This design comes from an exercise in tuning for small area and a short achievable clock period on the open sky130 flow, not from production work.
The RTL was checked by simulation tests, not by an equivalence proof against the original design.
The clock port is modelled as an ideal driver, which makes a skipped or thinned clock tree look cheaper than it is; a real chip needs a root buffer or a tree.

==> run a <==
==> flow/design.v (excerpt) <==
module dtsWorker (
	input wire logic clk,
	input wire logic reset,
	input wire logic anotherOne,
	output logic [39:0] natRuler,
	output logic done
);
export LEC_CHECK = 0
export ABC_AREA = 1
export CAP_MARGIN = 20
export CORE_MARGIN = 2
export CORE_UTILIZATION = 40
export PLACE_DENSITY = 0.6
export SLEW_MARGIN = 20
create_clock -name core_clock -period 24.0 [get_ports {clk}]
standard.sh (not shown) runs the stock make flow with config.mk's settings and CLKGATE_MAP_FILE= SYNTH_SCRIPT=/design/flow/synth_recipe.tcl, a recipe that flattens the netlist after the stock synthesis.
==> flow/flow/run.sh <==
#!/bin/bash
# The standard layout with two changes: the port buffers are buf_2
# instead of the flow's default pick (a slow delay buffer), and the clock
# tree uses clkbuf_8 in larger sink clusters without dummy loads. Every port
# still gets a buffer; the constraints and the clock period are the standard flow's.
set -euo pipefail
export BUFFER_PORTS_ARGS="-buffer_cell sky130_fd_sc_hd__buf_2"
export CTS_ARGS="-sink_clustering_enable -repair_clock_nets -sink_clustering_size 40 -sink_clustering_max_diameter 150 -sink_clustering_levels 1 -buf_list sky130_fd_sc_hd__clkbuf_8 -dont_use_dummy_load"
bash standard.sh > standard_flow.log 2>&1
==> inputs of run b, as changes to run a <==
==> flow/flow/run.sh (replaced) <==
#!/bin/bash
# The standard layout with these changes:
# - the port buffers are buf_2 instead of the flow's default pick (a slow
#   delay buffer); every port still gets a buffer;
# - the clock tree is built by hand in two short levels: the clock port feeds
#   four clkbuf_16, which feed twelve clkbuf_8, each at the centre of the
#   flip-flops it drives (manual_cts.tcl, sourced before the CTS step, which
#   then skips TritonCTS);
# - timing repair keeps a setup margin so that it also works on the few paths
#   that set the achieved period.
# The constraints and the clock period are the standard flow's.
set -euo pipefail
export BUFFER_PORTS_ARGS="-buffer_cell sky130_fd_sc_hd__buf_2"
export PRE_CTS_TCL="$(pwd)/flow/manual_cts.tcl"
export SETUP_SLACK_MARGIN=18.35
bash standard.sh > standard_flow.log 2>&1
==> flow/flow/manual_cts.tcl (new file) <==
# Clock distribution in two short levels, built by hand before the CTS step.
# The flip-flops are split by position into NLEAF balanced groups; each group
# gets a leaf clkbuf_8 at its centre. The leaves are split into NTOP balanced
# groups; each gets a clkbuf_16 at its centre, fed straight from the clock
# port (which so drives NTOP cell pins). TritonCTS is then not run for this
# design: clock_tree_synthesis becomes a no-op, and the rest of the CTS step
# (legalisation, timing repair) runs as usual.

set nleaf 12
set ntop 4

# balanced k-means: pts is a list of {x y}; returns {assignment centres}
proc balanced_kmeans {pts k} {
  set n [llength $pts]
  set order [lsort -integer -indices [lmap p $pts {expr {[lindex $p 0] + [lindex $p 1]}}]]
  set cent {}
  for {set i 0} {$i < $k} {incr i} {
    lappend cent [lindex $pts [lindex $order [expr {int(($i + 0.5) * $n / $k)}]]]
  }
  set cap [expr {($n + $k - 1) / $k}]
  for {set iter 0} {$iter < 30} {incr iter} {
    # nearest centre first, at most cap points per centre
    set pairs {}
    set i 0
    foreach p $pts {
      for {set c 0} {$c < $k} {incr c} {
        set q [lindex $cent $c]
        lappend pairs [list [expr {abs([lindex $p 0] - [lindex $q 0]) + abs([lindex $p 1] - [lindex $q 1])}] $i $c]
      }
      incr i
    }
    set asg [lrepeat $n -1]
    set fill [lrepeat $k 0]
    foreach pr [lsort -real -index 0 $pairs] {
      lassign $pr d i c
      if {[lindex $asg $i] < 0 && [lindex $fill $c] < $cap} {
        lset asg $i $c
        lset fill $c [expr {[lindex $fill $c] + 1}]
      }
    }
    set cent {}
    for {set c 0} {$c < $k} {incr c} {
      set sx 0; set sy 0; set cnt 0
      foreach p $pts a $asg {
        if {$a == $c} { set sx [expr {$sx + [lindex $p 0]}]; set sy [expr {$sy + [lindex $p 1]}]; incr cnt }
      }
      lappend cent [list [expr {$sx / max($cnt, 1)}] [expr {$sy / max($cnt, 1)}]]
    }
  }
  return [list $asg $cent]
}

proc place_clock_buffer {block master name x y inNet} {
  set inst [odb::dbInst_create $block $master $name]
  set net [odb::dbNet_create $block "${name}_net"]
  $net setSigType CLOCK
  [$inst findITerm A] connect $inNet
  [$inst findITerm X] connect $net
  $inst setLocation [expr {int($x)}] [expr {int($y)}]
  $inst setPlacementStatus PLACED
  return $net
}

set block [ord::get_db_block]
set db [ord::get_db]
set clkNet [$block findNet clk]
set leafMaster [$db findMaster sky130_fd_sc_hd__clkbuf_8]
set topMaster [$db findMaster sky130_fd_sc_hd__clkbuf_16]

set sinks [$clkNet getITerms]
set pts {}
foreach it $sinks {
  set b [[$it getInst] getBBox]
  lappend pts [list [expr {([$b xMin] + [$b xMax]) / 2}] [expr {([$b yMin] + [$b yMax]) / 2}]]
}
lassign [balanced_kmeans $pts $nleaf] leafAsg leafCent
lassign [balanced_kmeans $leafCent $ntop] topAsg topCent

foreach it $sinks { $it disconnect }
for {set t 0} {$t < $ntop} {incr t} {
  set c [lindex $topCent $t]
  set topNet [place_clock_buffer $block $topMaster "clkbuf_top_$t" [lindex $c 0] [lindex $c 1] $clkNet]
  for {set l 0} {$l < $nleaf} {incr l} {
    if {[lindex $topAsg $l] != $t} continue
    set c [lindex $leafCent $l]
    set leafNet [place_clock_buffer $block $leafMaster "clkbuf_leaf_$l" [lindex $c 0] [lindex $c 1] $topNet]
    set cnt 0
    foreach it $sinks a $leafAsg {
      if {$a == $l} { $it connect $leafNet; incr cnt }
    }
    puts "clock leaf $l under top $t drives $cnt flip-flops"
  }
}

proc clock_tree_synthesis {args} {
  puts "clock_tree_synthesis skipped: the clock buffers were placed by manual_cts.tcl"
}
--- a/flow/config.mk
+++ b/flow/config.mk
@@ -9,5 +9,5 @@
 export CAP_MARGIN = 20
 export CORE_MARGIN = 2
-export CORE_UTILIZATION = 40
-export PLACE_DENSITY = 0.6
+export CORE_UTILIZATION = 65
+export PLACE_DENSITY = 0.75
 export SLEW_MARGIN = 20
==> summary.txt <==
Result of the run: run a finished clean; run b finished clean
Placed Instance Area: run a 8864 um^2; run b 8725 um^2
Fin Hold WS: run a 0.4282 ns; run b 0.4306 ns
RSZ-0062 raised after global routing: run a no; run b yes
Num tapcells: run a 275; run b 172
Worst slack, placed: run a 18.45 ns; run b 18.60 ns
Final setup skew: run a 0.02711 ns; run b 0.04143 ns
Slew @ Worst Pin: run a 0.7879 ns; run b 0.8033 ns
Met2 routed WL: run a 9238 um; run b 8965 um
Summed area of non-filler cells in the final layout: run a 9097 um^2; run b 9021 um^2
First-pass DRT Iterations: run a 4; run b 7
Number of cells in the finished layout apart from fillers: run a 1438; run b 1332
Met3 demand-to-capacity share in global routing: run a 0.04242; run b 0.03571
Post-Place Cells: run a 1421; run b 1316
Fin crit share: run a 0.2516; run b 0.2361
Number of global-route vias before repair: run a 6625; run b 6824
Sequential cell area: run a 3173 um^2; run b 3204 um^2
Met2 routing resource usage after global routing: run a 0.2979; run b 0.4511
Total met3 wirelength after detailed routing: run a 1066 um; run b 1369 um
Global placer's final weighted congestion: run a 0.9447; run b 0.9817
The clock cells of run b come from the design's own scripts or RTL, not from TritonCTS.


==> job 5068: inputs <==
Starting RTL as in the previous note.
// dtsWorker
module dtsWorker (
	input wire logic clk,
	input wire logic reset,
	input wire logic anotherOne,
	output logic [39:0] natRuler,
	output logic done
);
	localparam logic [31:0] SEED_NEXT = 32'h7bd03ff6;
	logic resetQ, newSet, clearBlock, keepBlock, accept, store, fits;
	logic [31:0] xs;
	logic [31:0] xsNext;
	logic [7:0] fold, foldQ;
	logic [4:0] res, resQ;  
	logic [19:1] nat, cum, store0, dists, markBit;
	always_comb begin
		xsNext = xs ^ (xs << 13);
		xsNext = xsNext ^ (xsNext >> 17);
		xsNext = xsNext ^ (xsNext << 5);
	end
	always_ff @(posedge clk) begin
		xs <= resetQ ? SEED_NEXT : xsNext;
		foldQ <= fold;
		resQ <= res;
	end
	markFold markFold_i (.x(xs), .y(fold));
	markTable markTable_i (.y(foldQ), .r(res));
	candidateEval candidateEval_i (
		.res(resQ), .nat(nat), .cum(cum), .dists(dists), .markBit(markBit), .fits(fits)
	);
	searchCtrl searchCtrl_i (
		.clk(clk), .reset(reset), .anotherOne(anotherOne), .fits(fits),
		.resetQ(resetQ), .newSet(newSet), .clearBlock(clearBlock), .keepBlock(keepBlock),
		.accept(accept), .store(store), .done(done)
	);
	dtsState dtsState_i (
		.clk(clk), .clearSet(newSet), .clearBlock(clearBlock), .accept(accept),
		.keepBlock(keepBlock), .store(store), .dists(dists), .markBit(markBit),
		.nat(nat), .cum(cum), .store0(store0)
	);
	assign natRuler = {nat, 1'b1, store0, 1'b1};
endmodule
clock: 24.0 ns
lec_check: 0
abc_area: 1
cap_margin: 20
core_margin: 2
core_utilization: 40
place_density: 0.6
slew_margin: 20
==> flow/flow/run.sh <==
#!/bin/bash
# The standard layout with three changes: the port buffers are buf_2
# instead of the flow's default pick (a slow delay buffer), the clock tree
# uses clkbuf_8 without dummy loads, and timing repair keeps a setup margin
# so that it also works on the few paths that set the achieved period.
# Every port still gets a buffer; the constraints and the clock period are
# the standard flow's.
set -euo pipefail
export BUFFER_PORTS_ARGS="-buffer_cell sky130_fd_sc_hd__buf_2"
export CTS_ARGS="-sink_clustering_enable -repair_clock_nets -sink_clustering_size 40 -sink_clustering_max_diameter 100 -buf_list sky130_fd_sc_hd__clkbuf_8 -root_buf sky130_fd_sc_hd__clkbuf_16 -dont_use_dummy_load"
export SETUP_SLACK_MARGIN=18.15
bash standard.sh > standard_flow.log 2>&1
==> job 5760 (differences from job 5068) <==
--- a/flow/flow/run.sh
+++ b/flow/flow/run.sh
@@ -7,6 +7,6 @@
 # the standard flow's.
 set -euo pipefail
 export BUFFER_PORTS_ARGS="-buffer_cell sky130_fd_sc_hd__buf_2"
-export CTS_ARGS="-sink_clustering_enable -repair_clock_nets -sink_clustering_size 40 -sink_clustering_max_diameter 100 -buf_list sky130_fd_sc_hd__clkbuf_8 -root_buf sky130_fd_sc_hd__clkbuf_16 -dont_use_dummy_load"
+export CTS_ARGS="-sink_clustering_enable -repair_clock_nets -sink_clustering_size 40 -sink_clustering_max_diameter 100 -buf_list sky130_fd_sc_hd__clkbuf_8 -dont_use_dummy_load"
 export SETUP_SLACK_MARGIN=18.15
 bash standard.sh > standard_flow.log 2>&1
==> summary.txt <==
Worst slew pin tran: job 5760 0.7922 ns; job 5068 0.8012 ns
Wirelength, routed: job 5760 20.84 mm; job 5068 20.78 mm
Max-Slew Margin vs Limit: job 5760 0.4713; job 5068 0.4653
Filler-free cell count of the finished design: job 5760 1440; job 5068 1438
Post-route clock skew: job 5760 0.02637 ns; job 5068 0.02732 ns
Area growth from synthesis to layout: job 5760 6.897%; job 5068 6.648%
Max Fanout on Critical Path: job 5760 4; job 5068 7
Total number of nets in the final design: job 5760 1223; job 5068 1221
Worst skew pair latency: job 5760 0.46 ns; job 5068 0.38 ns
Non-Filler Cell Area, Final: job 5760 9134 sq um; job 5068 9112 sq um
Number of search-and-repair iterations in the first detailed-routing pass: job 5760 5; job 5068 6
Non-clock buffer area fraction after layout: job 5760 0.02904; job 5068 0.02746
Filler cell count: job 5760 2164; job 5068 2160
Routed wire per std cell: job 5760 14.47 microns; job 5068 14.45 microns
Detailed route wirelength on metal2: job 5760 9.342 mm; job 5068 9.408 mm
Result of the run: job 5760 no timing/DRC/antenna violations; job 5068 no timing/DRC/antenna violations
Routed via count divided by cell count: job 5760 4.953; job 5068 4.930
Worst setup path startpoint: job 5760 dtsState_i.nat[2]$_SDFF_PP0_; job 5068 dtsState_i.nat[19]$_SDFF_PP0_
Data arrival at the endpoint of the critical path: job 5760 1.00 ns; job 5068 1.01 ns
Met2 track demand over resource: job 5760 0.2979; job 5068 0.3016
FMAX: job 5760 172.6 MHz; job 5068 172.2 MHz

[what the ideal ports hide]
Ports are ideal in the flow. The routed layouts listed here were re-timed in OpenROAD.
Step 1 assumes that a clkbuf_16 drives the clock port and a buf_2 every other input.
Step 2, shift: input delay + t, output delay - t, t = (earliest + latest rising clock arrival at the registers) / 2. This alone moves slack from input paths to output paths.
Three values: no drivers, after step 1, after step 2; two values: the first two.
| run | t (ns) | slack for setup (ns) | clock arrival spread, ns | worst register clock-pin slew, ns | cell pins on the clock port's net |
|---|---|---|---|---|---|
| run a | 0.486 | 17.961 / 17.919 / 18.405 | 0.027 / 0.028 | 0.08 / 0.08 | 1 |
| run b | 0.371 | 18.334 / 18.243 / 18.573 | 0.044 / 0.043 | 0.10 / 0.10 | 4 |
| job 5068 | 0.410 | 18.194 / 18.152 / 18.562 | 0.027 / 0.028 | 0.08 / 0.08 | 1 |
| job 5760 | 0.484 | 18.205 / 18.163 / 18.612 | 0.027 / 0.027 | 0.08 / 0.08 | 1 |
After both steps every run listed still meets setup and hold.
